Source: an optimization exercise on an open RTL-to-GDS flow (aim: small area, a short achievable clock period and few clock cycles per item). Production flows keep margins and buffers that such runs may drop.
In this exercise RTL edits were held to simulation tests only and were not proved equivalent to the original.

[flow/design.v]
package tpbe_pkg;
  localparam int unsigned CMD_W      = 2;
  localparam int unsigned COORD_W    = 16;
  localparam int unsigned VALUE_W    = 18;
  localparam int unsigned TERM_W     = 4;
  localparam int unsigned ORDER_W    = 2;
  localparam int unsigned CFG_IDX_W  = 1;
  localparam int unsigned CFG_DATA_W = 2;
endpackage
module tensor_polynomial_basis_eval_top (
  input  logic                                clk_i,
  input  logic                                rst_ni,
  input  logic                                item_valid_i,
  output logic                                item_ready_o,
  input  logic [tpbe_pkg::CMD_W-1:0]          item_command_i,
  input  logic signed [tpbe_pkg::COORD_W-1:0] item_coord_a_i,
  input  logic signed [tpbe_pkg::COORD_W-1:0] item_coord_b_i,
  output logic                                result_valid_o,
  input  logic                                result_ready_i,
  output logic signed [tpbe_pkg::VALUE_W-1:0] result_value_o,
  output logic [tpbe_pkg::TERM_W-1:0]         result_term_index_o,
  output logic                                result_last_o,
  output logic                                result_bad_setting_o,
  input  logic                                cfg_we_i,
  input  logic [tpbe_pkg::CFG_IDX_W-1:0]      cfg_idx_i,
  input  logic [tpbe_pkg::CFG_DATA_W-1:0]     cfg_wdata_i
);
  localparam int unsigned MAC_ROWS = 2;   
  localparam logic [2:0] OP_B2 = 3'd0;   
  localparam logic [2:0] OP_D3 = 3'd1;   
  localparam logic [2:0] OP_T  = 3'd2;   
  localparam logic [2:0] OP_LO = 3'd3;   
  localparam logic [2:0] OP_HI = 3'd4;   
  localparam logic [2:0] OP_L0 = 3'd5;   
  localparam logic [2:0] OP_L1 = 3'd6;   
  localparam logic [2:0] OP_L2 = 3'd7;   
  function automatic logic [23:0] booth(input logic [15:0] b);
    logic bm, b0, b1;
    for (int k = 0; k < 8; k++) begin
      bm = (k == 0) ? 1'b0 : b[2*k-1];
      b0 = b[2*k];
      b1 = b[2*k+1];
      booth[3*k]   = b0 ^ bm;
      booth[3*k+1] = (b1 & !b0 & !bm) | (!b1 & b0 & bm);
      booth[3*k+2] = b1 & !(b0 & bm);
    end
  endfunction
  function automatic logic signed [15:0] clamp(input logic signed [15:0] x);
    if (x > 16'sd16384)       clamp = 16'sd16384;
    else if (x < -16'sd16384) clamp = -16'sd16384;
    else                      clamp = x;
  endfunction
  function automatic logic [4:0] op_at(input logic lag, input logic [1:0] p, input logic dm,
                                       input logic [3:0] st);
    op_at = '0;
    if (!lag && p == 2'd2) begin
      case (st)
        4'd0: op_at = {2'b10, OP_B2};
        4'd1: if (!dm) op_at = {2'b11, OP_B2};
        default: ;
      endcase
    end else if (!lag && p == 2'd3) begin
      case (st)
        4'd0: op_at = {2'b10, OP_T};
        4'd1: op_at = dm ? {2'b11, OP_D3} : {2'b11, OP_T};
        4'd2: op_at = {2'b10, OP_LO};
        4'd3: op_at = dm ? {2'b10, OP_HI} : {2'b11, OP_LO};
        4'd4: op_at = dm ? {2'b10, OP_B2} : {2'b10, OP_HI};
        4'd5: if (!dm) op_at = {2'b11, OP_HI};
        4'd6: if (!dm) op_at = {2'b10, OP_B2};
        4'd7: if (!dm) op_at = {2'b11, OP_B2};
        default: ;
      endcase
    end else if (lag && p == 2'd2) begin
      case (st)
        4'd0: op_at = {2'b10, OP_L0};
        4'd1: op_at = {2'b10, OP_L1};
        4'd2: op_at = {2'b10, OP_L2};
        4'd3: if (!dm) op_at = {2'b11, OP_L0};
        4'd4: if (!dm) op_at = {2'b11, OP_L1};
        4'd5: if (!dm) op_at = {2'b11, OP_L2};
        default: ;
      endcase
    end
  endfunction
  logic       kind_q;
  logic [1:0] ord_q;
  logic       bad_q;    
  always_ff @(posedge clk_i or negedge rst_ni) begin
    if (!rst_ni) begin
      kind_q <= 1'b0;
      ord_q  <= 2'd1;
      bad_q  <= 1'b0;
    end else if (cfg_we_i) begin
      if (cfg_idx_i[0]) begin
        ord_q <= cfg_wdata_i;
        bad_q <= kind_q && (cfg_wdata_i[1] == cfg_wdata_i[0]);
      end else begin
        kind_q <= cfg_wdata_i[0];
        bad_q  <= cfg_wdata_i[0] && (ord_q[1] == ord_q[0]);
      end
    end
  end
  logic lag, bad;
  assign lag = kind_q;
  assign bad = kind_q && (ord_q[1] == ord_q[0]);
  logic               fv_q;
  logic [1:0]         fcmd_q;
  logic signed [15:0] za_q, zb_q;
  logic [3:0]         fstep_q;
  logic [4:0]         fop_q;     
  logic signed [15:0] fx0_q, fx1_q, fy0_q, fy1_q;
  logic signed [17:0] fx2_q, fy2_q;
  logic signed [17:0] th_c;
  logic signed [14:0] tlo_c, tlo_s0;
  assign th_c   = op_a ? fy2_q : fx2_q;
  assign tlo_c  = op_a ? fy1_q[14:0] : fx1_q[14:0];
  assign tlo_s0 = s0_opa_q ? fy1_q[14:0] : fx1_q[14:0];
  logic               bv_q;
  logic [1:0]         bcmd_q;
  logic [1:0]         bi_q, bj_q;
  logic               blast_q;   
  logic signed [15:0] bx0_q, bx1_q, bx2_q, by0_q;
  logic signed [16:0] by1_q;
  logic signed [17:0] by2_q;
  logic               s0_bv_q, s0_triv_q, s0_last_q;
  logic signed [17:0] s0_tval_q;
  logic               s0_opv_q, s0_opa_q, s0_neg_q;
  logic [2:0]         s0_opt_q;
  logic signed [18:0] s0_a_q;
  logic [23:0]        s0_be_q;   
  logic [18:0]        s0_an_q;
  logic [23:0]        s0_ben_q;
  logic               s1_bv_q, s1_triv_q, s1_last_q;
  logic signed [17:0] s1_tval_q;
  logic               s1_opv_q, s1_opa_q;
  logic [2:0]         s1_opt_q;
  logic [MAC_ROWS-1:0][32:0] s1_row_q;
  logic               ov_q, olast_q, onew_q;
  logic signed [17:0] oval_q;
  logic [3:0]         ok_q;
  logic               sv_q, slast_q;
  logic signed [17:0] sval_q;
  logic adv;
  assign adv = !sv_q;
  logic [4:0]  cur_op;
  logic        op_v, op_a, dep_wait, op_go, fdone;
  logic [2:0]  op_t;
  logic        fdm;
  assign fdm    = (fcmd_q != 2'd0);
  assign cur_op = fop_q;
  assign op_v   = fv_q && cur_op[4];
  assign op_a   = cur_op[3];
  assign op_t   = cur_op[2:0];
  assign dep_wait = (op_t == OP_LO || op_t == OP_HI) &&
                    ((s0_opv_q && s0_opa_q == op_a && (s0_opt_q == OP_T || s0_opt_q == OP_LO)) ||
                     (s1_opv_q && s1_opa_q == op_a && (s1_opt_q == OP_T || s1_opt_q == OP_LO)));
  assign fdone  = fv_q && !cur_op[4] && !s0_opv_q && !s1_opv_q;
  logic signed [15:0] oz;
  logic signed [18:0] zz, ad_p1, ad_p2, ad_sum;
  logic               ad_ci;
  logic [9:0] adm_q, adm_d;
  logic signed [15:0] oz_q, oz_d;    
  function automatic logic [9:0] ad_mode(input logic [4:0] op, input logic lag);
    ad_mode = '0;
    if (!op[4]) begin
      ad_mode = lag ? 10'b0000_00001_1 : 10'b1000_10000_0;    
    end else begin
      case (op[2:0])
        OP_B2:   ad_mode = 10'b1000_10000_0;
        OP_T:    ad_mode = 10'b0100_10000_0;
        OP_D3:   ad_mode = 10'b0010_01000_1;
        OP_L0:   ad_mode = 10'b0001_00100_0;
        OP_L2:   ad_mode = 10'b0001_00010_0;
        OP_L1:   ad_mode = 10'b0000_01000_1;
        default: ad_mode = '0;
      endcase
    end
  endfunction
  assign oz = oz_q;
  assign zz = 19'(oz);
  always_comb begin
    ad_p1 = ({19{adm_q[9]}} & (zz <<< 1)) | ({19{adm_q[8]}} & (zz <<< 2)) |
            ({19{adm_q[7]}} & (zz <<< 4)) | ({19{adm_q[6]}} & zz);
    ad_p2 = ({19{adm_q[5]}} & zz) | ({19{adm_q[4]}} & ~zz) |
            ({19{adm_q[3]}} & -19'sd16384) | ({19{adm_q[2]}} & 19'sd16384) |
            ({19{adm_q[1]}} & ~(zz <<< 1));
    ad_ci = adm_q[0];
  end
  assign ad_sum = ad_p1 + ad_p2 + 19'(ad_ci);
  logic signed [18:0] op_av;
  logic               op_neg;
  logic               zabs_lt9460, zabs_lt7328;
  assign zabs_lt9460 = (oz < 16'sd9460) && (oz > -16'sd9460);
  assign zabs_lt7328 = (oz < 16'sd7328) && (oz > -16'sd7328);
  always_comb begin
    op_av  = ad_sum;
    op_neg = 1'b0;
    case (op_t)
      OP_B2: op_neg = zabs_lt9460;
      OP_D3: op_neg = zabs_lt7328;
      OP_LO: begin op_av = 19'($signed({1'b0, tlo_c[12:0]})); op_neg = oz[15] ^ th_c[17]; end
      OP_HI: op_av = 19'(th_c);
      OP_L0: op_neg = (oz > 16'sd0) && (oz < 16'sd16384);
      OP_L2: op_neg = (oz < 16'sd0) && (oz > -16'sd16384);
      default: ;
    endcase
  end
  logic       b_last, xconst, yc16k;
  logic [1:0] xs, ys;
  logic signed [15:0] xv;
  logic signed [17:0] yv, tval;
  logic       triv, b_mac;
  function automatic logic [7:0] term_dec(input logic [1:0] i, input logic [1:0] j,
                                          input logic [1:0] cmd, input logic lag,
                                          input logic bad);
    logic [1:0] xn_, yn_;
    logic       xc_, y16_, yz_;
    xn_ = (cmd == 2'd2) ? j : i;
    yn_ = (cmd == 2'd2) ? i : j;
    xc_ = !lag && (xn_ == 2'd0);
    y16_ = !lag && ((cmd != 2'd0) ? (yn_ == 2'd1) : (yn_ == 2'd0));
    yz_ = !lag && (cmd != 2'd0) && (yn_ == 2'd0);
    term_dec = {lag ? xn_ : xn_ - 2'd1, lag ? yn_ : yn_ - 2'd1, xc_, y16_, yz_,
                bad || xc_ || y16_ || yz_};
  endfunction
  logic [7:0] dec_q, dec_d;
  logic [1:0] bi_d, bj_d, bcmd_d;
  logic       yzero;
  assign b_last = blast_q;
  assign xs     = dec_q[7:6];
  assign ys     = dec_q[5:4];
  assign xconst = dec_q[3];
  assign yc16k  = dec_q[2];
  assign yzero  = dec_q[1];
  always_comb begin
    case (xs)
      2'd0:    xv = bx0_q;
      2'd1:    xv = bx1_q;
      default: xv = bx2_q;
    endcase
    if (xconst) xv = 16'sd16384;
    case (ys)
      2'd0:    yv = 18'(by0_q);
      2'd1:    yv = 18'(by1_q);
      default: yv = by2_q;
    endcase
    if (yc16k) yv = 18'sd16384;
    else if (yzero) yv = 18'sd0;
  end
  assign triv = dec_q[0];
  assign tval = bad ? 18'sd0 : xconst ? yv : yc16k ? 18'(xv) : 18'sd0;
  assign b_mac = bv_q && !triv;
  logic op_prio, b_go;
  assign op_prio = lag || (bi_q == ord_q);
  assign op_go   = op_v && !dep_wait && (!b_mac || op_prio);
  assign b_go    = bv_q && !(b_mac && op_go);
  logic xfer;
  assign xfer = fdone && (!bv_q || b_last);
  logic       rdy_q, rdy_d, accept;
  logic       xf_q;    
  logic       ld;      
  assign ld = !fv_q || xf_q;
  logic       fv_d, bv_d, blast_d, s0_opv_d, s1_opv_d, sv_d;
  logic [4:0] fop_acc, fop_nxt, fop_d;
  assign item_ready_o = rdy_q;
  assign accept       = item_valid_i && rdy_q;
  assign fop_acc      = op_at(lag, ord_q, item_command_i != 2'd0, 4'd0);
  assign fop_nxt      = op_at(lag, ord_q, fdm, fstep_q + 4'd1);
  always_comb begin
    fv_d = fv_q;
    if (accept)           fv_d = (item_command_i != 2'd3);
    else if (xf_q)        fv_d = 1'b0;
    fop_d = fop_q;
    if (ld)               fop_d = fop_acc;
    else if (adv && op_go) fop_d = fop_nxt;
    bv_d     = bv_q;
    blast_d  = blast_q;
    s0_opv_d = s0_opv_q;
    s1_opv_d = s1_opv_q;
    if (adv) begin
      if (xf_q)                bv_d = 1'b1;
      else if (b_go && b_last) bv_d = 1'b0;
      if (xf_q)                blast_d = (ord_q == 2'd0);
      else if (b_go)           blast_d = (bj_q != ord_q) && (bi_q == ord_q) && (bj_q + 2'd1 == ord_q);
      s0_opv_d = op_go;
      s1_opv_d = s0_opv_q;
    end
    if (sv_q)                           sv_d = !result_ready_i;
    else if (!ov_q || result_ready_i)   sv_d = 1'b0;
    else                                sv_d = s1_bv_q;
    adm_d = ad_mode(fop_d, lag);
    if (ld)                 oz_d = clamp(item_coord_b_i);
    else if (adv && op_go)  oz_d = (fop_nxt[4] && !fop_nxt[3]) ? zb_q : za_q;
    else                    oz_d = oz_q;
    bi_d   = bi_q;
    bj_d   = bj_q;
    bcmd_d = bcmd_q;
    if (xf_q) begin
      bi_d   = '0;
      bj_d   = '0;
      bcmd_d = fcmd_q;
    end else if (adv && b_go) begin
      if (bj_q == ord_q) begin
        bj_d = '0;
        bi_d = bi_q + 2'd1;
      end else begin
        bj_d = bj_q + 2'd1;
      end
    end
    dec_d = term_dec(bi_d, bj_d, bcmd_d, lag, bad);
    rdy_d = !fv_d || (!fop_d[4] && !s0_opv_d && !s1_opv_d && (!bv_d || blast_d) && !sv_d);
  end
  function automatic logic signed [15:0] lag1_b0(input logic signed [15:0] z);
    lag1_b0 = 16'sd8192 - (z >>> 1);
  endfunction
  function automatic logic signed [15:0] lag1_b1(input logic signed [15:0] z);
    lag1_b1 = 16'sd8192 + (z >>> 1) + $signed({15'd0, z[0]});
  endfunction
  logic signed [15:0] nbx0, nbx1, nbx2, nby0;
  logic signed [16:0] nby1;
  logic signed [17:0] nby2;
  always_comb begin
    nbx0 = fx0_q;
    nbx1 = fx1_q;
    nbx2 = fx2_q[15:0];
    nby0 = fy0_q;
    nby1 = 17'(fy1_q);
    nby2 = fy2_q;
    if (!lag) begin
      nbx0 = zb_q;
      nby0 = za_q;
      if (fdm) nby1 = ad_sum[16:0];
    end else if (ord_q == 2'd1) begin
      nbx0 = lag1_b0(zb_q);
      nbx1 = lag1_b1(zb_q);
      nby0 = fdm ? -16'sd8192 : lag1_b0(za_q);
      nby1 = fdm ? 17'sd8192 : 17'(lag1_b1(za_q));
    end else if (fdm) begin
      nby0 = za_q - 16'sd8192;
      nby1 = ad_sum[16:0];
      nby2 = 18'(za_q) + 18'sd8192;
    end
  end
  logic signed [32:0] mac_c, mac_r;
  logic signed [32:0] negc, hic;
  assign negc = {32'd0, s0_neg_q};
  assign hic  = {17'd0, ~tlo_s0[14], tlo_s0[14], tlo_s0[13:0]};    
  always_comb begin
    if (!s0_opv_q) begin
      mac_c = 33'sd8192 - negc;
    end else begin
      case (s0_opt_q)
        OP_B2:   mac_c = -33'sd268435456 + 33'sd16384 - negc;
        OP_D3:   mac_c = -33'sd805306368 + 33'sd16384 - negc;
        OP_T:    mac_c = -33'sd805306368;
        OP_LO:   mac_c = 33'sd0 - negc;
        OP_HI:   mac_c = hic;
        OP_L1:   mac_c = 33'sd268435456 + 33'sd8192;
        default: mac_c = 33'sd16384 - negc;
      endcase
    end
  end
  logic [MAC_ROWS-1:0][32:0] mac_row;
  logic [32:0] pp0;
  assign pp0 = {1'b0, 1'b0, 1'b0, 1'b0, 1'b0, 1'b0, 1'b0, 1'b0, 1'b0, 1'b0, 1'b0, 1'b0, 1'b0, ~(((~s0_ben_q[0] | ~s0_ben_q[1]) & s0_a_q[18]) ^ ~s0_ben_q[2]), (((~s0_ben_q[0] & s0_a_q[18]) | (~s0_ben_q[1] & s0_a_q[17])) ^ ~s0_ben_q[2]), (((~s0_ben_q[0] & s0_a_q[17]) | (~s0_ben_q[1] & s0_a_q[16])) ^ ~s0_ben_q[2]), (((~s0_ben_q[0] & s0_a_q[16]) | (~s0_ben_q[1] & s0_a_q[15])) ^ ~s0_ben_q[2]), (((~s0_ben_q[0] & s0_a_q[15]) | (~s0_ben_q[1] & s0_a_q[14])) ^ ~s0_ben_q[2]), (((~s0_ben_q[0] & s0_a_q[14]) | (~s0_ben_q[1] & s0_a_q[13])) ^ ~s0_ben_q[2]), (((~s0_ben_q[0] & s0_a_q[13]) | (~s0_ben_q[1] & s0_a_q[12])) ^ ~s0_ben_q[2]), (((~s0_ben_q[0] & s0_a_q[12]) | (~s0_ben_q[1] & s0_a_q[11])) ^ ~s0_ben_q[2]), (((~s0_ben_q[0] & s0_a_q[11]) | (~s0_ben_q[1] & s0_a_q[10])) ^ ~s0_ben_q[2]), (((~s0_ben_q[0] & s0_a_q[10]) | (~s0_ben_q[1] & s0_a_q[9])) ^ ~s0_ben_q[2]), (((s0_be_q[0] & s0_a_q[9]) | (s0_be_q[1] & s0_a_q[8])) ^ s0_be_q[2]), (((s0_be_q[0] & s0_a_q[8]) | (s0_be_q[1] & s0_a_q[7])) ^ s0_be_q[2]), (((s0_be_q[0] & s0_a_q[7]) | (s0_be_q[1] & s0_a_q[6])) ^ s0_be_q[2]), (((s0_be_q[0] & s0_a_q[6]) | (s0_be_q[1] & s0_a_q[5])) ^ s0_be_q[2]), (((s0_be_q[0] & s0_a_q[5]) | (s0_be_q[1] & s0_a_q[4])) ^ s0_be_q[2]), (((s0_be_q[0] & s0_a_q[4]) | (s0_be_q[1] & s0_a_q[3])) ^ s0_be_q[2]), (((s0_be_q[0] & s0_a_q[3]) | (s0_be_q[1] & s0_a_q[2])) ^ s0_be_q[2]), (((s0_be_q[0] & s0_a_q[2]) | (s0_be_q[1] & s0_a_q[1])) ^ s0_be_q[2]), (((s0_be_q[0] & s0_a_q[1]) | (s0_be_q[1] & s0_a_q[0])) ^ s0_be_q[2]), ((s0_be_q[0] & s0_a_q[0]) ^ s0_be_q[2])};
  logic [32:0] pp1;
  assign pp1 = {1'b0, 1'b0, 1'b0, 1'b0, 1'b0, 1'b0, 1'b0, 1'b0, 1'b0, 1'b0, 1'b0, ~(((~s0_ben_q[3] | ~s0_ben_q[4]) & s0_a_q[18]) ^ ~s0_ben_q[5]), (((~s0_ben_q[3] & s0_a_q[18]) | (~s0_ben_q[4] & s0_a_q[17])) ^ ~s0_ben_q[5]), (((~s0_ben_q[3] & s0_a_q[17]) | (~s0_ben_q[4] & s0_a_q[16])) ^ ~s0_ben_q[5]), (((~s0_ben_q[3] & s0_a_q[16]) | (~s0_ben_q[4] & s0_a_q[15])) ^ ~s0_ben_q[5]), (((~s0_ben_q[3] & s0_a_q[15]) | (~s0_ben_q[4] & s0_a_q[14])) ^ ~s0_ben_q[5]), (((~s0_ben_q[3] & s0_a_q[14]) | (~s0_ben_q[4] & s0_a_q[13])) ^ ~s0_ben_q[5]), (((~s0_ben_q[3] & s0_a_q[13]) | (~s0_ben_q[4] & s0_a_q[12])) ^ ~s0_ben_q[5]), (((~s0_ben_q[3] & s0_a_q[12]) | (~s0_ben_q[4] & s0_a_q[11])) ^ ~s0_ben_q[5]), (((~s0_ben_q[3] & s0_a_q[11]) | (~s0_ben_q[4] & s0_a_q[10])) ^ ~s0_ben_q[5]), (((~s0_ben_q[3] & s0_a_q[10]) | (~s0_ben_q[4] & s0_a_q[9])) ^ ~s0_ben_q[5]), (((s0_be_q[3] & s0_a_q[9]) | (s0_be_q[4] & s0_a_q[8])) ^ s0_be_q[5]), (((s0_be_q[3] & s0_a_q[8]) | (s0_be_q[4] & s0_a_q[7])) ^ s0_be_q[5]), (((s0_be_q[3] & s0_a_q[7]) | (s0_be_q[4] & s0_a_q[6])) ^ s0_be_q[5]), (((s0_be_q[3] & s0_a_q[6]) | (s0_be_q[4] & s0_a_q[5])) ^ s0_be_q[5]), (((s0_be_q[3] & s0_a_q[5]) | (s0_be_q[4] & s0_a_q[4])) ^ s0_be_q[5]), (((s0_be_q[3] & s0_a_q[4]) | (s0_be_q[4] & s0_a_q[3])) ^ s0_be_q[5]), (((s0_be_q[3] & s0_a_q[3]) | (s0_be_q[4] & s0_a_q[2])) ^ s0_be_q[5]), (((s0_be_q[3] & s0_a_q[2]) | (s0_be_q[4] & s0_a_q[1])) ^ s0_be_q[5]), (((s0_be_q[3] & s0_a_q[1]) | (s0_be_q[4] & s0_a_q[0])) ^ s0_be_q[5]), ((s0_be_q[3] & s0_a_q[0]) ^ s0_be_q[5]), 1'b0, s0_be_q[2]};
  logic [32:0] pp2;
  assign pp2 = {1'b0, 1'b0, 1'b0, 1'b0, 1'b0, 1'b0, 1'b0, 1'b0, 1'b0, ~(((~s0_ben_q[6] | ~s0_ben_q[7]) & s0_a_q[18]) ^ ~s0_ben_q[8]), (((~s0_ben_q[6] & s0_a_q[18]) | (~s0_ben_q[7] & s0_a_q[17])) ^ ~s0_ben_q[8]), (((~s0_ben_q[6] & s0_a_q[17]) | (~s0_ben_q[7] & s0_a_q[16])) ^ ~s0_ben_q[8]), (((~s0_ben_q[6] & s0_a_q[16]) | (~s0_ben_q[7] & s0_a_q[15])) ^ ~s0_ben_q[8]), (((~s0_ben_q[6] & s0_a_q[15]) | (~s0_ben_q[7] & s0_a_q[14])) ^ ~s0_ben_q[8]), (((~s0_ben_q[6] & s0_a_q[14]) | (~s0_ben_q[7] & s0_a_q[13])) ^ ~s0_ben_q[8]), (((~s0_ben_q[6] & s0_a_q[13]) | (~s0_ben_q[7] & s0_a_q[12])) ^ ~s0_ben_q[8]), (((~s0_ben_q[6] & s0_a_q[12]) | (~s0_ben_q[7] & s0_a_q[11])) ^ ~s0_ben_q[8]), (((~s0_ben_q[6] & s0_a_q[11]) | (~s0_ben_q[7] & s0_a_q[10])) ^ ~s0_ben_q[8]), (((~s0_ben_q[6] & s0_a_q[10]) | (~s0_ben_q[7] & s0_a_q[9])) ^ ~s0_ben_q[8]), (((s0_be_q[6] & s0_a_q[9]) | (s0_be_q[7] & s0_a_q[8])) ^ s0_be_q[8]), (((s0_be_q[6] & s0_a_q[8]) | (s0_be_q[7] & s0_a_q[7])) ^ s0_be_q[8]), (((s0_be_q[6] & s0_a_q[7]) | (s0_be_q[7] & s0_a_q[6])) ^ s0_be_q[8]), (((s0_be_q[6] & s0_a_q[6]) | (s0_be_q[7] & s0_a_q[5])) ^ s0_be_q[8]), (((s0_be_q[6] & s0_a_q[5]) | (s0_be_q[7] & s0_a_q[4])) ^ s0_be_q[8]), (((s0_be_q[6] & s0_a_q[4]) | (s0_be_q[7] & s0_a_q[3])) ^ s0_be_q[8]), (((s0_be_q[6] & s0_a_q[3]) | (s0_be_q[7] & s0_a_q[2])) ^ s0_be_q[8]), (((s0_be_q[6] & s0_a_q[2]) | (s0_be_q[7] & s0_a_q[1])) ^ s0_be_q[8]), (((s0_be_q[6] & s0_a_q[1]) | (s0_be_q[7] & s0_a_q[0])) ^ s0_be_q[8]), ((s0_be_q[6] & s0_a_q[0]) ^ s0_be_q[8]), 1'b0, s0_be_q[5], 1'b0, 1'b0};
  logic [32:0] pp3;
  assign pp3 = {1'b0, 1'b0, 1'b0, 1'b0, 1'b0, 1'b0, 1'b0, ~(((~s0_ben_q[9] | ~s0_ben_q[10]) & s0_a_q[18]) ^ ~s0_ben_q[11]), (((~s0_ben_q[9] & s0_a_q[18]) | (~s0_ben_q[10] & s0_a_q[17])) ^ ~s0_ben_q[11]), (((~s0_ben_q[9] & s0_a_q[17]) | (~s0_ben_q[10] & s0_a_q[16])) ^ ~s0_ben_q[11]), (((~s0_ben_q[9] & s0_a_q[16]) | (~s0_ben_q[10] & s0_a_q[15])) ^ ~s0_ben_q[11]), (((~s0_ben_q[9] & s0_a_q[15]) | (~s0_ben_q[10] & s0_a_q[14])) ^ ~s0_ben_q[11]), (((~s0_ben_q[9] & s0_a_q[14]) | (~s0_ben_q[10] & s0_a_q[13])) ^ ~s0_ben_q[11]), (((~s0_ben_q[9] & s0_a_q[13]) | (~s0_ben_q[10] & s0_a_q[12])) ^ ~s0_ben_q[11]), (((~s0_ben_q[9] & s0_a_q[12]) | (~s0_ben_q[10] & s0_a_q[11])) ^ ~s0_ben_q[11]), (((~s0_ben_q[9] & s0_a_q[11]) | (~s0_ben_q[10] & s0_a_q[10])) ^ ~s0_ben_q[11]), (((~s0_ben_q[9] & s0_a_q[10]) | (~s0_ben_q[10] & s0_a_q[9])) ^ ~s0_ben_q[11]), (((s0_be_q[9] & s0_a_q[9]) | (s0_be_q[10] & s0_a_q[8])) ^ s0_be_q[11]), (((s0_be_q[9] & s0_a_q[8]) | (s0_be_q[10] & s0_a_q[7])) ^ s0_be_q[11]), (((s0_be_q[9] & s0_a_q[7]) | (s0_be_q[10] & s0_a_q[6])) ^ s0_be_q[11]), (((s0_be_q[9] & s0_a_q[6]) | (s0_be_q[10] & s0_a_q[5])) ^ s0_be_q[11]), (((s0_be_q[9] & s0_a_q[5]) | (s0_be_q[10] & s0_a_q[4])) ^ s0_be_q[11]), (((s0_be_q[9] & s0_a_q[4]) | (s0_be_q[10] & s0_a_q[3])) ^ s0_be_q[11]), (((s0_be_q[9] & s0_a_q[3]) | (s0_be_q[10] & s0_a_q[2])) ^ s0_be_q[11]), (((s0_be_q[9] & s0_a_q[2]) | (s0_be_q[10] & s0_a_q[1])) ^ s0_be_q[11]), (((s0_be_q[9] & s0_a_q[1]) | (s0_be_q[10] & s0_a_q[0])) ^ s0_be_q[11]), ((s0_be_q[9] & s0_a_q[0]) ^ s0_be_q[11]), 1'b0, s0_be_q[8], 1'b0, 1'b0, 1'b0, 1'b0};
  logic [32:0] pp4;
  assign pp4 = {1'b0, 1'b0, 1'b0, 1'b0, 1'b0, ~(((~s0_ben_q[12] | ~s0_ben_q[13]) & ~s0_an_q[18]) ^ ~s0_ben_q[14]), (((~s0_ben_q[12] & ~s0_an_q[18]) | (~s0_ben_q[13] & ~s0_an_q[17])) ^ ~s0_ben_q[14]), (((~s0_ben_q[12] & ~s0_an_q[17]) | (~s0_ben_q[13] & ~s0_an_q[16])) ^ ~s0_ben_q[14]), (((~s0_ben_q[12] & ~s0_an_q[16]) | (~s0_ben_q[13] & ~s0_an_q[15])) ^ ~s0_ben_q[14]), (((~s0_ben_q[12] & ~s0_an_q[15]) | (~s0_ben_q[13] & ~s0_an_q[14])) ^ ~s0_ben_q[14]), (((~s0_ben_q[12] & ~s0_an_q[14]) | (~s0_ben_q[13] & ~s0_an_q[13])) ^ ~s0_ben_q[14]), (((~s0_ben_q[12] & ~s0_an_q[13]) | (~s0_ben_q[13] & ~s0_an_q[12])) ^ ~s0_ben_q[14]), (((~s0_ben_q[12] & ~s0_an_q[12]) | (~s0_ben_q[13] & ~s0_an_q[11])) ^ ~s0_ben_q[14]), (((~s0_ben_q[12] & ~s0_an_q[11]) | (~s0_ben_q[13] & ~s0_an_q[10])) ^ ~s0_ben_q[14]), (((~s0_ben_q[12] & ~s0_an_q[10]) | (~s0_ben_q[13] & ~s0_an_q[9])) ^ ~s0_ben_q[14]), (((s0_be_q[12] & ~s0_an_q[9]) | (s0_be_q[13] & ~s0_an_q[8])) ^ s0_be_q[14]), (((s0_be_q[12] & ~s0_an_q[8]) | (s0_be_q[13] & ~s0_an_q[7])) ^ s0_be_q[14]), (((s0_be_q[12] & ~s0_an_q[7]) | (s0_be_q[13] & ~s0_an_q[6])) ^ s0_be_q[14]), (((s0_be_q[12] & ~s0_an_q[6]) | (s0_be_q[13] & ~s0_an_q[5])) ^ s0_be_q[14]), (((s0_be_q[12] & ~s0_an_q[5]) | (s0_be_q[13] & ~s0_an_q[4])) ^ s0_be_q[14]), (((s0_be_q[12] & ~s0_an_q[4]) | (s0_be_q[13] & ~s0_an_q[3])) ^ s0_be_q[14]), (((s0_be_q[12] & ~s0_an_q[3]) | (s0_be_q[13] & ~s0_an_q[2])) ^ s0_be_q[14]), (((s0_be_q[12] & ~s0_an_q[2]) | (s0_be_q[13] & ~s0_an_q[1])) ^ s0_be_q[14]), (((s0_be_q[12] & ~s0_an_q[1]) | (s0_be_q[13] & ~s0_an_q[0])) ^ s0_be_q[14]), ((s0_be_q[12] & ~s0_an_q[0]) ^ s0_be_q[14]), 1'b0, s0_be_q[11], 1'b0, 1'b0, 1'b0, 1'b0, 1'b0, 1'b0};
  logic [32:0] pp5;
  assign pp5 = {1'b0, 1'b0, 1'b0, ~(((~s0_ben_q[15] | ~s0_ben_q[16]) & ~s0_an_q[18]) ^ ~s0_ben_q[17]), (((~s0_ben_q[15] & ~s0_an_q[18]) | (~s0_ben_q[16] & ~s0_an_q[17])) ^ ~s0_ben_q[17]), (((~s0_ben_q[15] & ~s0_an_q[17]) | (~s0_ben_q[16] & ~s0_an_q[16])) ^ ~s0_ben_q[17]), (((~s0_ben_q[15] & ~s0_an_q[16]) | (~s0_ben_q[16] & ~s0_an_q[15])) ^ ~s0_ben_q[17]), (((~s0_ben_q[15] & ~s0_an_q[15]) | (~s0_ben_q[16] & ~s0_an_q[14])) ^ ~s0_ben_q[17]), (((~s0_ben_q[15] & ~s0_an_q[14]) | (~s0_ben_q[16] & ~s0_an_q[13])) ^ ~s0_ben_q[17]), (((~s0_ben_q[15] & ~s0_an_q[13]) | (~s0_ben_q[16] & ~s0_an_q[12])) ^ ~s0_ben_q[17]), (((~s0_ben_q[15] & ~s0_an_q[12]) | (~s0_ben_q[16] & ~s0_an_q[11])) ^ ~s0_ben_q[17]), (((~s0_ben_q[15] & ~s0_an_q[11]) | (~s0_ben_q[16] & ~s0_an_q[10])) ^ ~s0_ben_q[17]), (((~s0_ben_q[15] & ~s0_an_q[10]) | (~s0_ben_q[16] & ~s0_an_q[9])) ^ ~s0_ben_q[17]), (((s0_be_q[15] & ~s0_an_q[9]) | (s0_be_q[16] & ~s0_an_q[8])) ^ s0_be_q[17]), (((s0_be_q[15] & ~s0_an_q[8]) | (s0_be_q[16] & ~s0_an_q[7])) ^ s0_be_q[17]), (((s0_be_q[15] & ~s0_an_q[7]) | (s0_be_q[16] & ~s0_an_q[6])) ^ s0_be_q[17]), (((s0_be_q[15] & ~s0_an_q[6]) | (s0_be_q[16] & ~s0_an_q[5])) ^ s0_be_q[17]), (((s0_be_q[15] & ~s0_an_q[5]) | (s0_be_q[16] & ~s0_an_q[4])) ^ s0_be_q[17]), (((s0_be_q[15] & ~s0_an_q[4]) | (s0_be_q[16] & ~s0_an_q[3])) ^ s0_be_q[17]), (((s0_be_q[15] & ~s0_an_q[3]) | (s0_be_q[16] & ~s0_an_q[2])) ^ s0_be_q[17]), (((s0_be_q[15] & ~s0_an_q[2]) | (s0_be_q[16] & ~s0_an_q[1])) ^ s0_be_q[17]), (((s0_be_q[15] & ~s0_an_q[1]) | (s0_be_q[16] & ~s0_an_q[0])) ^ s0_be_q[17]), ((s0_be_q[15] & ~s0_an_q[0]) ^ s0_be_q[17]), 1'b0, s0_be_q[14], 1'b0, 1'b0, 1'b0, 1'b0, 1'b0, 1'b0, 1'b0, 1'b0};
  logic [32:0] pp6;
  assign pp6 = {1'b0, ~(((~s0_ben_q[18] | ~s0_ben_q[19]) & ~s0_an_q[18]) ^ ~s0_ben_q[20]), (((~s0_ben_q[18] & ~s0_an_q[18]) | (~s0_ben_q[19] & ~s0_an_q[17])) ^ ~s0_ben_q[20]), (((~s0_ben_q[18] & ~s0_an_q[17]) | (~s0_ben_q[19] & ~s0_an_q[16])) ^ ~s0_ben_q[20]), (((~s0_ben_q[18] & ~s0_an_q[16]) | (~s0_ben_q[19] & ~s0_an_q[15])) ^ ~s0_ben_q[20]), (((~s0_ben_q[18] & ~s0_an_q[15]) | (~s0_ben_q[19] & ~s0_an_q[14])) ^ ~s0_ben_q[20]), (((~s0_ben_q[18] & ~s0_an_q[14]) | (~s0_ben_q[19] & ~s0_an_q[13])) ^ ~s0_ben_q[20]), (((~s0_ben_q[18] & ~s0_an_q[13]) | (~s0_ben_q[19] & ~s0_an_q[12])) ^ ~s0_ben_q[20]), (((~s0_ben_q[18] & ~s0_an_q[12]) | (~s0_ben_q[19] & ~s0_an_q[11])) ^ ~s0_ben_q[20]), (((~s0_ben_q[18] & ~s0_an_q[11]) | (~s0_ben_q[19] & ~s0_an_q[10])) ^ ~s0_ben_q[20]), (((~s0_ben_q[18] & ~s0_an_q[10]) | (~s0_ben_q[19] & ~s0_an_q[9])) ^ ~s0_ben_q[20]), (((s0_be_q[18] & ~s0_an_q[9]) | (s0_be_q[19] & ~s0_an_q[8])) ^ s0_be_q[20]), (((s0_be_q[18] & ~s0_an_q[8]) | (s0_be_q[19] & ~s0_an_q[7])) ^ s0_be_q[20]), (((s0_be_q[18] & ~s0_an_q[7]) | (s0_be_q[19] & ~s0_an_q[6])) ^ s0_be_q[20]), (((s0_be_q[18] & ~s0_an_q[6]) | (s0_be_q[19] & ~s0_an_q[5])) ^ s0_be_q[20]), (((s0_be_q[18] & ~s0_an_q[5]) | (s0_be_q[19] & ~s0_an_q[4])) ^ s0_be_q[20]), (((s0_be_q[18] & ~s0_an_q[4]) | (s0_be_q[19] & ~s0_an_q[3])) ^ s0_be_q[20]), (((s0_be_q[18] & ~s0_an_q[3]) | (s0_be_q[19] & ~s0_an_q[2])) ^ s0_be_q[20]), (((s0_be_q[18] & ~s0_an_q[2]) | (s0_be_q[19] & ~s0_an_q[1])) ^ s0_be_q[20]), (((s0_be_q[18] & ~s0_an_q[1]) | (s0_be_q[19] & ~s0_an_q[0])) ^ s0_be_q[20]), ((s0_be_q[18] & ~s0_an_q[0]) ^ s0_be_q[20]), 1'b0, s0_be_q[17], 1'b0, 1'b0, 1'b0, 1'b0, 1'b0, 1'b0, 1'b0, 1'b0, 1'b0, 1'b0};
  logic [32:0] pp7;
  assign pp7 = {(((~s0_ben_q[21] & ~s0_an_q[18]) | (~s0_ben_q[22] & ~s0_an_q[17])) ^ ~s0_ben_q[23]), (((~s0_ben_q[21] & ~s0_an_q[17]) | (~s0_ben_q[22] & ~s0_an_q[16])) ^ ~s0_ben_q[23]), (((~s0_ben_q[21] & ~s0_an_q[16]) | (~s0_ben_q[22] & ~s0_an_q[15])) ^ ~s0_ben_q[23]), (((~s0_ben_q[21] & ~s0_an_q[15]) | (~s0_ben_q[22] & ~s0_an_q[14])) ^ ~s0_ben_q[23]), (((~s0_ben_q[21] & ~s0_an_q[14]) | (~s0_ben_q[22] & ~s0_an_q[13])) ^ ~s0_ben_q[23]), (((~s0_ben_q[21] & ~s0_an_q[13]) | (~s0_ben_q[22] & ~s0_an_q[12])) ^ ~s0_ben_q[23]), (((~s0_ben_q[21] & ~s0_an_q[12]) | (~s0_ben_q[22] & ~s0_an_q[11])) ^ ~s0_ben_q[23]), (((~s0_ben_q[21] & ~s0_an_q[11]) | (~s0_ben_q[22] & ~s0_an_q[10])) ^ ~s0_ben_q[23]), (((~s0_ben_q[21] & ~s0_an_q[10]) | (~s0_ben_q[22] & ~s0_an_q[9])) ^ ~s0_ben_q[23]), (((s0_be_q[21] & ~s0_an_q[9]) | (s0_be_q[22] & ~s0_an_q[8])) ^ s0_be_q[23]), (((s0_be_q[21] & ~s0_an_q[8]) | (s0_be_q[22] & ~s0_an_q[7])) ^ s0_be_q[23]), (((s0_be_q[21] & ~s0_an_q[7]) | (s0_be_q[22] & ~s0_an_q[6])) ^ s0_be_q[23]), (((s0_be_q[21] & ~s0_an_q[6]) | (s0_be_q[22] & ~s0_an_q[5])) ^ s0_be_q[23]), (((s0_be_q[21] & ~s0_an_q[5]) | (s0_be_q[22] & ~s0_an_q[4])) ^ s0_be_q[23]), (((s0_be_q[21] & ~s0_an_q[4]) | (s0_be_q[22] & ~s0_an_q[3])) ^ s0_be_q[23]), (((s0_be_q[21] & ~s0_an_q[3]) | (s0_be_q[22] & ~s0_an_q[2])) ^ s0_be_q[23]), (((s0_be_q[21] & ~s0_an_q[2]) | (s0_be_q[22] & ~s0_an_q[1])) ^ s0_be_q[23]), (((s0_be_q[21] & ~s0_an_q[1]) | (s0_be_q[22] & ~s0_an_q[0])) ^ s0_be_q[23]), ((s0_be_q[21] & ~s0_an_q[0]) ^ s0_be_q[23]), 1'b0, s0_be_q[20], 1'b0, 1'b0, 1'b0, 1'b0, 1'b0, 1'b0, 1'b0, 1'b0, 1'b0, 1'b0, 1'b0, 1'b0};
  logic [32:0] krow;
  assign krow = 33'd5726797824 | {18'd0, s0_be_q[23], 14'd0};
  logic [32:0] cs0_0s, cs0_0c, cs0_0m;
  assign cs0_0s = pp0 ^ pp1 ^ pp2;
  assign cs0_0m = (pp0 & pp1) | (pp0 & pp2) | (pp1 & pp2);
  assign cs0_0c = {cs0_0m[31:0], 1'b0};
  logic [32:0] cs0_1s, cs0_1c, cs0_1m;
  assign cs0_1s = pp3 ^ pp4 ^ pp5;
  assign cs0_1m = (pp3 & pp4) | (pp3 & pp5) | (pp4 & pp5);
  assign cs0_1c = {cs0_1m[31:0], 1'b0};
  logic [32:0] cs0_2s, cs0_2c, cs0_2m;
  assign cs0_2s = pp6 ^ pp7 ^ krow;
  assign cs0_2m = (pp6 & pp7) | (pp6 & krow) | (pp7 & krow);
  assign cs0_2c = {cs0_2m[31:0], 1'b0};
  logic [32:0] cs1_0s, cs1_0c, cs1_0m;
  assign cs1_0s = cs0_0s ^ cs0_0c ^ cs0_1s;
  assign cs1_0m = (cs0_0s & cs0_0c) | (cs0_0s & cs0_1s) | (cs0_0c & cs0_1s);
  assign cs1_0c = {cs1_0m[31:0], 1'b0};
  logic [32:0] cs1_1s, cs1_1c, cs1_1m;
  assign cs1_1s = cs0_1c ^ cs0_2s ^ cs0_2c;
  assign cs1_1m = (cs0_1c & cs0_2s) | (cs0_1c & cs0_2c) | (cs0_2s & cs0_2c);
  assign cs1_1c = {cs1_1m[31:0], 1'b0};
  logic [32:0] cs2_0s, cs2_0c, cs2_0m;
  assign cs2_0s = cs1_0s ^ cs1_0c ^ cs1_1s;
  assign cs2_0m = (cs1_0s & cs1_0c) | (cs1_0s & cs1_1s) | (cs1_0c & cs1_1s);
  assign cs2_0c = {cs2_0m[31:0], 1'b0};
  logic [32:0] cs3_0s, cs3_0c, cs3_0m;
  assign cs3_0s = cs2_0s ^ cs2_0c ^ cs1_1c;
  assign cs3_0m = (cs2_0s & cs2_0c) | (cs2_0s & cs1_1c) | (cs2_0c & cs1_1c);
  assign cs3_0c = {cs3_0m[31:0], 1'b0};
  logic [32:0] cs4_0s, cs4_0c, cs4_0m;
  assign cs4_0s = cs3_0s ^ cs3_0c ^ mac_c;
  assign cs4_0m = (cs3_0s & cs3_0c) | (cs3_0s & mac_c) | (cs3_0c & mac_c);
  assign cs4_0c = {cs4_0m[31:0], 1'b0};
  assign mac_row[0] = cs4_0s;
  assign mac_row[1] = cs4_0c;
  always_comb begin
    mac_r = '0;
    for (int r = 0; r < MAC_ROWS; r++) mac_r = mac_r + s1_row_q[r];
  end
  logic signed [17:0] wb;
  logic signed [15:0] wb_lo;
  logic               wb_s0, wb_s1, wb_s2;
  always_comb begin
    case (s1_opt_q)
      OP_L1:   wb = 18'($signed(mac_r[29:14]));
      OP_HI:   wb = 18'($signed(mac_r[31:16]));
      OP_D3:   wb = mac_r[32:15];
      OP_T:    wb = mac_r[30:13];
      OP_LO:   wb = 18'($signed(mac_r[27:13]));
      default: wb = 18'($signed(mac_r[30:15]));    
    endcase
    wb_lo = (s1_opt_q == OP_T) ? {3'b000, mac_r[12:0]} : wb[15:0];
    wb_s0 = (s1_opt_q == OP_L0);
    wb_s1 = (s1_opt_q == OP_B2) || (s1_opt_q == OP_L1) || (s1_opt_q == OP_LO) || (s1_opt_q == OP_T);
    wb_s2 = (s1_opt_q == OP_HI) || (s1_opt_q == OP_L2) || (s1_opt_q == OP_T) || (s1_opt_q == OP_D3);
  end
  logic signed [17:0] beat_val;
  assign beat_val = s1_triv_q ? s1_tval_q : mac_r[31:14];
  always_ff @(posedge clk_i or negedge rst_ni) begin
    if (!rst_ni) begin
      fv_q     <= 1'b0;
      rdy_q    <= 1'b1;
      xf_q     <= 1'b0;
      bv_q     <= 1'b0;
      s0_bv_q  <= 1'b0;
      s0_opv_q <= 1'b0;
      s1_bv_q  <= 1'b0;
      s1_opv_q <= 1'b0;
      ov_q     <= 1'b0;
      onew_q   <= 1'b1;
      sv_q     <= 1'b0;
    end else begin
      fv_q  <= fv_d;
      rdy_q <= rdy_d;
      xf_q  <= fv_d && rdy_d;
      if (adv) begin
        if (xf_q)             bv_q <= 1'b1;
        else if (b_go && b_last) bv_q <= 1'b0;
        s0_bv_q  <= b_go;
        s0_opv_q <= op_go;
        s1_bv_q  <= s0_bv_q;
        s1_opv_q <= s0_opv_q;
      end
      if (sv_q) begin
        if (result_ready_i) begin
          ov_q <= 1'b1;
          onew_q <= slast_q;
          sv_q <= 1'b0;
        end
      end else if (!ov_q || result_ready_i) begin
        ov_q <= s1_bv_q;
        if (s1_bv_q) onew_q <= s1_last_q;
      end else begin
        sv_q <= s1_bv_q;
      end
    end
  end
  always_ff @(posedge clk_i) begin
    if (ld) begin
      fcmd_q  <= item_command_i;
      za_q    <= clamp(item_coord_a_i);
      zb_q    <= clamp(item_coord_b_i);
      fstep_q <= '0;
    end else if (adv && op_go) begin
      fstep_q <= fstep_q + 4'd1;
    end
    fop_q   <= fop_d;
    adm_q   <= adm_d;
    oz_q    <= oz_d;
    blast_q <= blast_d;
    bi_q    <= bi_d;
    bj_q    <= bj_d;
    bcmd_q  <= bcmd_d;
    dec_q   <= dec_d;
    if (adv) begin
      if (xf_q) begin
        bx0_q  <= nbx0;
        bx1_q  <= nbx1;
        bx2_q  <= nbx2;
        by0_q  <= nby0;
        by1_q  <= nby1;
        by2_q  <= nby2;
      end
      s0_triv_q <= triv;
      s0_tval_q <= tval;
      s0_last_q <= b_last;
      s0_opa_q  <= op_a;
      s0_opt_q  <= op_t;
      if (b_mac && !op_go) begin
        s0_a_q   <= 19'(yv);
        s0_be_q  <= booth(xv);
        s0_ben_q <= ~booth(xv);
        s0_an_q  <= ~{yv[17], yv};
        s0_neg_q <= xv[15] ^ yv[17];
      end else begin
        s0_a_q   <= op_av;
        s0_be_q  <= booth(oz);
        s0_ben_q <= ~booth(oz);
        s0_an_q  <= ~op_av;
        s0_neg_q <= op_neg;
      end
      s1_triv_q <= s0_triv_q;
      s1_tval_q <= s0_tval_q;
      s1_last_q <= s0_last_q;
      s1_opa_q  <= s0_opa_q;
      s1_opt_q  <= s0_opt_q;
      s1_row_q  <= mac_row;
      if (s1_opv_q) begin
        if (wb_s0) begin
          if (s1_opa_q) fy0_q <= wb[15:0]; else fx0_q <= wb[15:0];
        end
        if (wb_s1) begin
          if (s1_opa_q) fy1_q <= wb_lo; else fx1_q <= wb_lo;
        end
        if (wb_s2) begin
          if (s1_opa_q) fy2_q <= wb; else fx2_q <= wb;
        end
      end
    end
    if (sv_q) begin
      if (result_ready_i) begin
        oval_q  <= sval_q;
        ok_q    <= onew_q ? 4'd0 : ok_q + 4'd1;
        olast_q <= slast_q;
      end
    end else if (!ov_q || result_ready_i) begin
      oval_q  <= beat_val;
      if (s1_bv_q) ok_q <= onew_q ? 4'd0 : ok_q + 4'd1;
      olast_q <= s1_last_q;
    end else begin
      sval_q  <= beat_val;
      slast_q <= s1_last_q;
    end
  end
  assign result_valid_o       = ov_q;
  assign result_value_o       = oval_q;
  assign result_term_index_o  = ok_q;
  assign result_last_o        = olast_q;
  assign result_bad_setting_o = bad_q;
endmodule
[flow/run.sh]
#!/bin/bash
# synth_recipe.tcl (not shown) runs the flow's synth.tcl, then flattens the netlist and writes it again
# the make line also repeats each setting of config.mk as NAME=value (left out here)
make -C /OpenROAD-flow-scripts/flow DESIGN_CONFIG=/design/flow/config.mk WORK_HOME=/design/flow/orfs CLKGATE_MAP_FILE= SYNTH_SCRIPT=/design/flow/synth_recipe.tcl finish
[flow/config.mk]
export PLATFORM = sky130hd
export DESIGN_NAME = tensor_polynomial_basis_eval_top
export DESIGN_NICKNAME = tensor_polynomial_basis_eval_top
export VERILOG_FILES = /design/flow/design.v
export SDC_FILE = /design/flow/constraint.sdc
export NUM_CORES = 4
export LEC_CHECK = 0
export CAP_MARGIN = 20
export CORE_MARGIN = 2
export CORE_UTILIZATION = 55
export SETUP_SLACK_MARGIN = 5
export SLEW_MARGIN = 20
export TNS_END_PERCENT = 100
[flow/constraint.sdc]
create_clock -name core_clock -period 12.0 [get_ports {clk_i}]
set_input_delay 2.4000 -clock core_clock [delete_from_list [all_inputs] [get_ports {clk_i}]]
set_output_delay 2.4000 -clock core_clock [all_outputs]
set_load 0.01 [all_outputs]
==> results of run 1 <==
## layout make-up
cell class                 count  area, um2
fill                        5317      25400
multi-input combinational   2342      18100
sequential                   540      15800
clock buffer                  73       1620
tap                          855       1070
inverter                     257        972
timing repair buffer         103        941
clock inverter                37        378
antenna                        1       2.50
## worst max-delay path: cells and delay by family (launching register included)
kind,cells,cell delay [ps]
and+or+nand+nor,4,940
AOI/OAI and AO/OA,5,2270
DFF,1,370
adders and majority gates,1,580
## layer usage
layer	routed length, um	vias up
li1	-	12000
met1	45000	13100
met2	52400	1218
met3	8660	211
met4	4260	0
met5	0	-
## final timing paths
check                                       startpoint  slack (ps)  cells after the start                 endpoint
setup reg to reg                s1_row_q[18]$_DFFE_PN_        7440                     10      fx0_q[15]$_DFFE_PP_
max in group asynchronous                       rst_ni        9310                      1       kind_q$_DFFE_PN0P_
min in group asynchronous                       rst_ni        2180                      1     ord_q[1]$_DFFE_PN0P_
hold reg to reg            s0_tval_q[16]$_SDFFCE_PP0N_         420                      0  s1_tval_q[16]$_DFFE_PN_
setup / recovery                s1_row_q[18]$_DFFE_PN_        7440                     10      fx0_q[15]$_DFFE_PP_
hold / removal             s0_tval_q[16]$_SDFFCE_PP0N_         420                      0  s1_tval_q[16]$_DFFE_PN_
## kinds of logic after synthesis
logic type               after synthesis
XOR/XNOR                             261
buffers and inverters                490
AO/OA/AOI/OAI                        799
adder cells (fa/ha/maj)              285
flip-flops                           540
multiplexers                         204
AND/OR/NAND/NOR                      793
## per-stage QoR
step / setup slack [ps] / cells
floorplan: 6330 / 3372
global placement: 7580 / 4097
detailed placement: 7560 / 4097
CTS: 7530 / 4207
global route: 7150 / 4207
finish: 7440 / 4208
## cell usage in the layout, fill, tap and decap left out, drive strengths merged, types with 113 or more instances in the layout
master | netlist | layout
fa | 132 | 132
nor2 | 248 | 248
edfxtp | 492 | 492
o21ai | 157 | 157
inv | 249 | 249
a21oi | 195 | 195
o22ai | 140 | 140
ha | 153 | 153
nand2 | 249 | 249
mux2i | 113 | 113
xnor2 | 160 | 160
## flip-flops by register name (all words and copies together), names as in the netlist, 19 cells and up
signal    cells
s1_row_q     65
s0_be_q      24
s0_ben_q     24
s0_a_q       19
s0_an_q      19
==> metrics.md, run 1 <==
| Metric | Value |
|---|---|
| Status | `timing/DRC/antenna clean` |
| Setup bufs post-CTS | `0` |
| Worst slew margin | `approximately 20%` |
| Most frequent cells after synthesis | `edfxtp_1 (492), inv_1 (249), nand2_1 (248), nor2_1 (245), a21oi_1 (193)` |
| Final Skew | `31.0 ps` |
| CTS tree | `built` |
| Crit-path cells | `ha_1, a21oi_1, o21ai_1, nand2_1, a21boi_0, nor4_1, nor3b_2, nor2_1, a211oi_2, o2111ai_1` |
| Post-Synth XOR/XNOR Area | `6.46%` |
| Primary FF master, synth | `edfxtp_1` |
| Reg clk slew, reported paths | `60 ps` |
| Yosys warns | `1` |
| Die area | `67100 um2` |
| Grt met1 use | `between 40 and 50%` |
| Crit-path max FO | `12` |
| Met2 GRT Util | `54.0%` |
| WP data required | `12230 ps` |
| Hold_buf cts | `0` |
| CTS Buf Count | `59` |
| Root buffer cell | `clkbuf_16` |
| Largest family of logic cells by synthesized area | `compound AO/OA/AOI/OAI gates` |
| Vias/cell | `6.30` |
| Min-delay worst type | `register to register` |
| Crit share post-route | `38.0%` |
| Drt wl/cell | `about 26 um` |
| Cell Area, Synth | `approximately 36000 um2` |
| Post-synthesis sequential element count | `540` |
| H-tree depth | `2` |
| Compound-cell area share of the yosys netlist | `14.6%` |
| PortBufs | `67` |
| Fraction of registers with async set/reset | `between 2 and 3%` |
| Die Y | `259 um` |
| Vias in the first global route | `25600` |
| Initial DRC count | `2997` |
| Post-Synth Simple-Gate Area | `10.4%` |
| Crit Path Category | `register to register` |
| Final setup TNS | `0 ps` |
| Fin nets | `3630` |
| Post-synthesis mux area share | `a little over 6%` |
| Core area | `64300 um2` |
| Fmax | `219 MHz` |
| Placement row count | `93` |
| Yosys top cell area share | `41.3%` |
| Worst slew pin tran | `1190 ps` |
| Antenna viol nets, final | `0` |
| Initial antenna violation count | `1` |
| Synth top area cells | `edfxtp_1 (41%), fa_1 (7.4%), ha_1 (5.4%)` |
| Drt total wl | `110000 um` |
| Max Cap Viol | `0` |
| Share of post-route cells with drive strength above 1 | `under 10%` |
| Synth area leader | `edfxtp_1` |
| Via count | `approximately 27000` |
| Syn_area_per_cell | `10.6 um2` |
| Clock latency at the later pin of the worst-skew pair | `650 ps` |
| Slew Viols, Final | `0` |
| RSZ-0062 raised after global routing | `no` |
| # IOs | `68` |
| Largest net degree at the start of global routing | `81` |
| GRT overflow | `0` |
| Post-synth EDFFs | `about 490` |
| Mapped Cells | `3372` |
| Gr usage total | `between 30% and 40%` |
| Crit. End Element | `register` |
| PostCTS Resize Cnt | `0` |
| Drt pass-1 iters | `8` |
| Clk sinks | `540` |
| Worst hold margin | `418 ps` |
| Most frequent cell after synthesis | `edfxtp_1` |
| Dpl hpwl | `85100 um` |
| Routability cong. | `1.02` |
| Yosys cell types | `about 110` |
| P&R area growth vs syn | `8.87%` |
| Starting density of the core | `55.6%` |
| Sequential share of the synthesized area | `44.2%` |
| Post-synthesis adder-cell area fraction | `~13%` |
| Syn Nets | `around 3700` |
| Drc violations | `0` |
| Dpl cell area | `36900 um2` |
| Routing usage on met3 | `5.11%` |
| Worst Path Arrival | `4790 ps` |
| Final setup viols | `0` |
| Worst setup SP type | `register` |
| Util after Layout | `about three fifths` |
| First-pass GRT wire length | `roughly 160000 um` |
| Largest stage delay, worst path | `about 800 ps` |
| Fin area | `38900 um2` |
| Gr busiest metal | `met2` |
| Slowest-stage cell, CP | `o21ai_1` |
| Hold Vio Cnt, Final | `0` |
| Tmin final | `about 4600 ps` |
| Die Width | `259 um` |
| Clock Path Buffers | `3` |
Testbench counts, summed over its fixed seeds: cycles 20,767, beats 18,820.
==> run 2, diff against run 1 <==
--- a/flow/config.mk
+++ b/flow/config.mk
@@ -6,4 +6,5 @@
 export NUM_CORES = 4
 export LEC_CHECK = 0
+export ABC_AREA = 1
 export CAP_MARGIN = 20
 export CORE_MARGIN = 2
==> metrics.md, run 2 <==
| Metric | Value |
|---|---|
| WP data required | `~12000 ps` |
| Hold_buf cts | `0` |
| Syn Nets | `4260` |
| P&R area growth vs syn | `9.79%` |
| GRT overflow | `0` |
| Most frequent cell after synthesis | `nand2_1` |
| Primary FF master, synth | `edfxtp_1` |
| Synth top area cells | `edfxtp_1 (42%), nand2_1 (8.2%), fa_1 (7.5%)` |
| Status | `timing/DRC/antenna clean` |
| Routability cong. | `1.06` |
| Tmin final | `between 4000 and 5000 ps` |
| Worst slew pin tran | `1140 ps` |
| H-tree depth | `2` |
| Mapped Cells | `approximately 3900` |
| Final worst slack | `about 7500 ps` |
| Vias in the first global route | `29000` |
| Final setup viols | `0` |
| Final Skew | `47.0 ps` |
| Worst setup SP type | `register` |
| Clk sinks | `540` |
| CTS Buf Count | `58` |
| Pre-CTS setup slack | `7580 ps` |
| Share of post-route cells with drive strength above 1 | `4.55%` |
| Initial DRC count | `4090` |
| # IOs | `68` |
| Critical path origin | `s0_a_q[14]$_DFFE_PN_` |
| Slew Viols, Final | `0` |
| Fmax | `225 MHz` |
| Initial antenna violation count | `1` |
| Clock latency at the later pin of the worst-skew pair | `660 ps` |
| Commonest non-fill, non-tap cell in the layout | `nand2_1` |
| RSZ-0062 raised after global routing | `no` |
| Die area | `66200 um2` |
| Worst slew margin | `23.6%` |
| Drt wl/cell | `25.3 um` |
| Drt pass-1 iters | `6` |
| Post-Synth XOR/XNOR Area | `5.33%` |
| PortBufs | `67` |
| Reg-to-reg endpoint | `s1_row_q[15]$_DFFE_PN_` |
| Crit. End Element | `register` |
| Post-synthesis adder-cell area fraction | `12.9%` |
| Via count | `29500` |
| Max Cap Viol | `0` |
| Largest Register | `s1_row_q` |
| Critical Path End | `s1_row_q[15]$_DFFE_PN_` |
| Die Y | `between 200 and 300 um` |
| Final setup TNS | `0 ps` |
| Antenna viol nets, final | `0` |
| Root buffer cell | `clkbuf_16` |
| Drc violations | `0` |
| Crit-path max FO | `8` |
| Post-synthesis mux area share | `less than 1%` |
| Worst-case reg-to-reg path depth | `12` |
| Largest family of logic cells by synthesized area | `simple AND/OR/NAND/NOR gates` |
| Setup bufs post-CTS | `0` |
| Crit Path Category | `register to register` |
| Cell Area, Synth | `~35000 um2` |
| Yosys warns | `1` |
| Largest net degree at the start of global routing | `105` |
| Placement row count | `92` |
| Largest regs | `s1_row_q (65), s0_be_q (24), s0_ben_q (24)` |
| Fraction of registers with async set/reset | `2.78%` |
| Crit share post-route | `a little under two fifths` |
| Drt total wl | `~120000 um` |
| Commonest non-fill, non-tap cells in the layout | `nand2_1 (772), inv_1 (525), edfxtp_1 (492)` |
| Die Width | `around 260 um` |
| Reg clk slew, reported paths | `70 ps` |
| Sequential share of the synthesized area | `between 40 and 50%` |
| Core area | `63300 um2` |
| Starting density of the core | `55.8%` |
| Dpl hpwl | `96000 um` |
| Max reg flops | `65` |
| Post-Synth Simple-Gate Area | `about 16%` |
| Syn_area_per_cell | `8.98 um2` |
| Post-synthesis sequential element count | `540` |
| Yosys top cell area share | `41.8%` |
| First-pass GRT wire length | `181000 um` |
| Compound-cell area share of the yosys netlist | `between 10% and 20%` |
| Post-synth EDFFs | `492` |
| Clock Path Buffers | `3` |
| Hold Vio Cnt, Final | `0` |
| Reg2Reg Setup Slack | `between 7000 and 8000 ps` |
| CTS tree | `built` |
| Fin nets | `4258` |
| PostCTS Resize Cnt | `0` |
| Worst Path Arrival | `just under 5000 ps` |
| Synth area leader | `edfxtp_1` |
| Min-delay worst type | `register to register` |
| FILL cells | `5434` |
| Most frequent cells after synthesis | `nand2_1 (774), inv_1 (526), edfxtp_1 (492), nor2_1 (267), o21ai_0 (255)` |
| Yosys cell types | `62` |
| Reg-to-reg startpoint | `s0_a_q[14]$_DFFE_PN_` |
| Gr usage total | `between 30% and 40%` |
| Vias/cell | `between 6 and 7` |
run 2: cell count changes after synthesis, sizes merged, moves of 110 or more:
cell   delta
inv     +287
xnor2   -132
nand2   +530
mux2i   -110
nand3   +182
o21ai   +128
run 2: critical path, cell delays in order, from the launching register on:
cell	delay, ps
edfxtp_1	380
inv_1	380
o22ai_1	160
xor2_1	190
fa_1	570
inv_1	70
fa_1	520
fa_1	550
inv_1	60
fa_1	640
inv_1	90
fa_1	550
inv_1	40
run 2: worst min-delay path by stage:
stage	start	to	slack [ps]	depth (start not counted)
floorplan	s0_last_q$_DFFE_PN_	s1_last_q$_DFFE_PN_	400	0
finish	s0_tval_q[4]$_SDFFCE_PP0N_	s1_tval_q[4]$_DFFE_PN_	420	0
global placement	s0_last_q$_DFFE_PN_	s1_last_q$_DFFE_PN_	400	0
CTS	s0_tval_q[4]$_SDFFCE_PP0N_	s1_tval_q[4]$_DFFE_PN_	420	0
global route	s0_tval_q[7]$_SDFFCE_PP0N_	s1_tval_q[7]$_DFFE_PN_	420	0
detailed placement	s0_tval_q[4]$_SDFFCE_PP0N_	s1_tval_q[4]$_DFFE_PN_	400	0
run 2: routing by layer:
metal  routed length (um)  track usage [%]  vias to the layer above  share of wire [%]
li1                     -                -                    13300                  -
met1                45800             47.3                    14100                 37
met2                55600             58.1                     1673                 45
met3                11400             6.22                      337                9.4
met4                 9420             24.2                        0                7.7
met5                    0                0                        -                  0
run 2: logic make-up (layout without fill, tap and decap cells):
logic type | count (synthesis) | in the layout
buffers and inverters | 722 | 770
XOR/XNOR | 214 | 214
adder cells (fa/ha/maj) | 285 | 285
AO/OA/AOI/OAI | 778 | 778
AND/OR/NAND/NOR | 1391 | 1391
multiplexers | 3 | 3
other | 0 | 1
flip-flops | 540 | 540
run 2: final cells by class:
class                           count  area, um2  area share [%]
Antenna cell                        1       2.50         0.00646
Multi-Input combinational cell   2671      16800            43.4
Clock buffer                       76       1570            4.05
Tap cell                          846       1060            2.73
Inverter                          560       2110            5.44
Sequential cell                   540      15800            40.8
Clock inverter                     34        487            1.26
Timing Repair Buffer              100        918            2.37
run 2: metrics by stage:
| stage | utilization, % | hold WS (ps) | instance area (um2) | instances |
|---|---|---|---|---|
| 5_1_grt | 61.2 | 424 | 38800 | 4828 |
| 2_1_floorplan | - | 400 | 35300 | 3933 |
| 3_5_place_dp | 58.0 | 405 | 36700 | 4717 |
| 3_3_place_gp | 58.0 | 401 | 36700 | 4717 |
| 4_1_cts | 61.2 | 419 | 38800 | 4827 |
| 6_report | 61.2 | 419 | 38800 | 4828 |

## port drivers added, routing unchanged
Ports are ideal in the flow. The routed layouts listed here were re-timed in OpenROAD.
Step 1, drivers: a clkbuf_16 drives clk_i and a buf_2 each remaining input, both assumed.
Step 2 also shifts input and output timing later by t, the mid clock arrival at the registers, as if the neighbouring blocks saw the same clock.
Slacks: ideal ports / drivers / drivers and shift; pairs: ideal ports / drivers.
run	t, ns	setup WS [ns]	hold WS [ns]	cell pins on the clock port's net
run 1	0.703	7.441 / 7.441 / 7.441	0.418 / 0.418 / 0.418	1
run 2	0.709	7.548 / 7.548 / 7.548	0.419 / 0.419 / 0.419	1
After both steps every run listed still meets setup and hold.
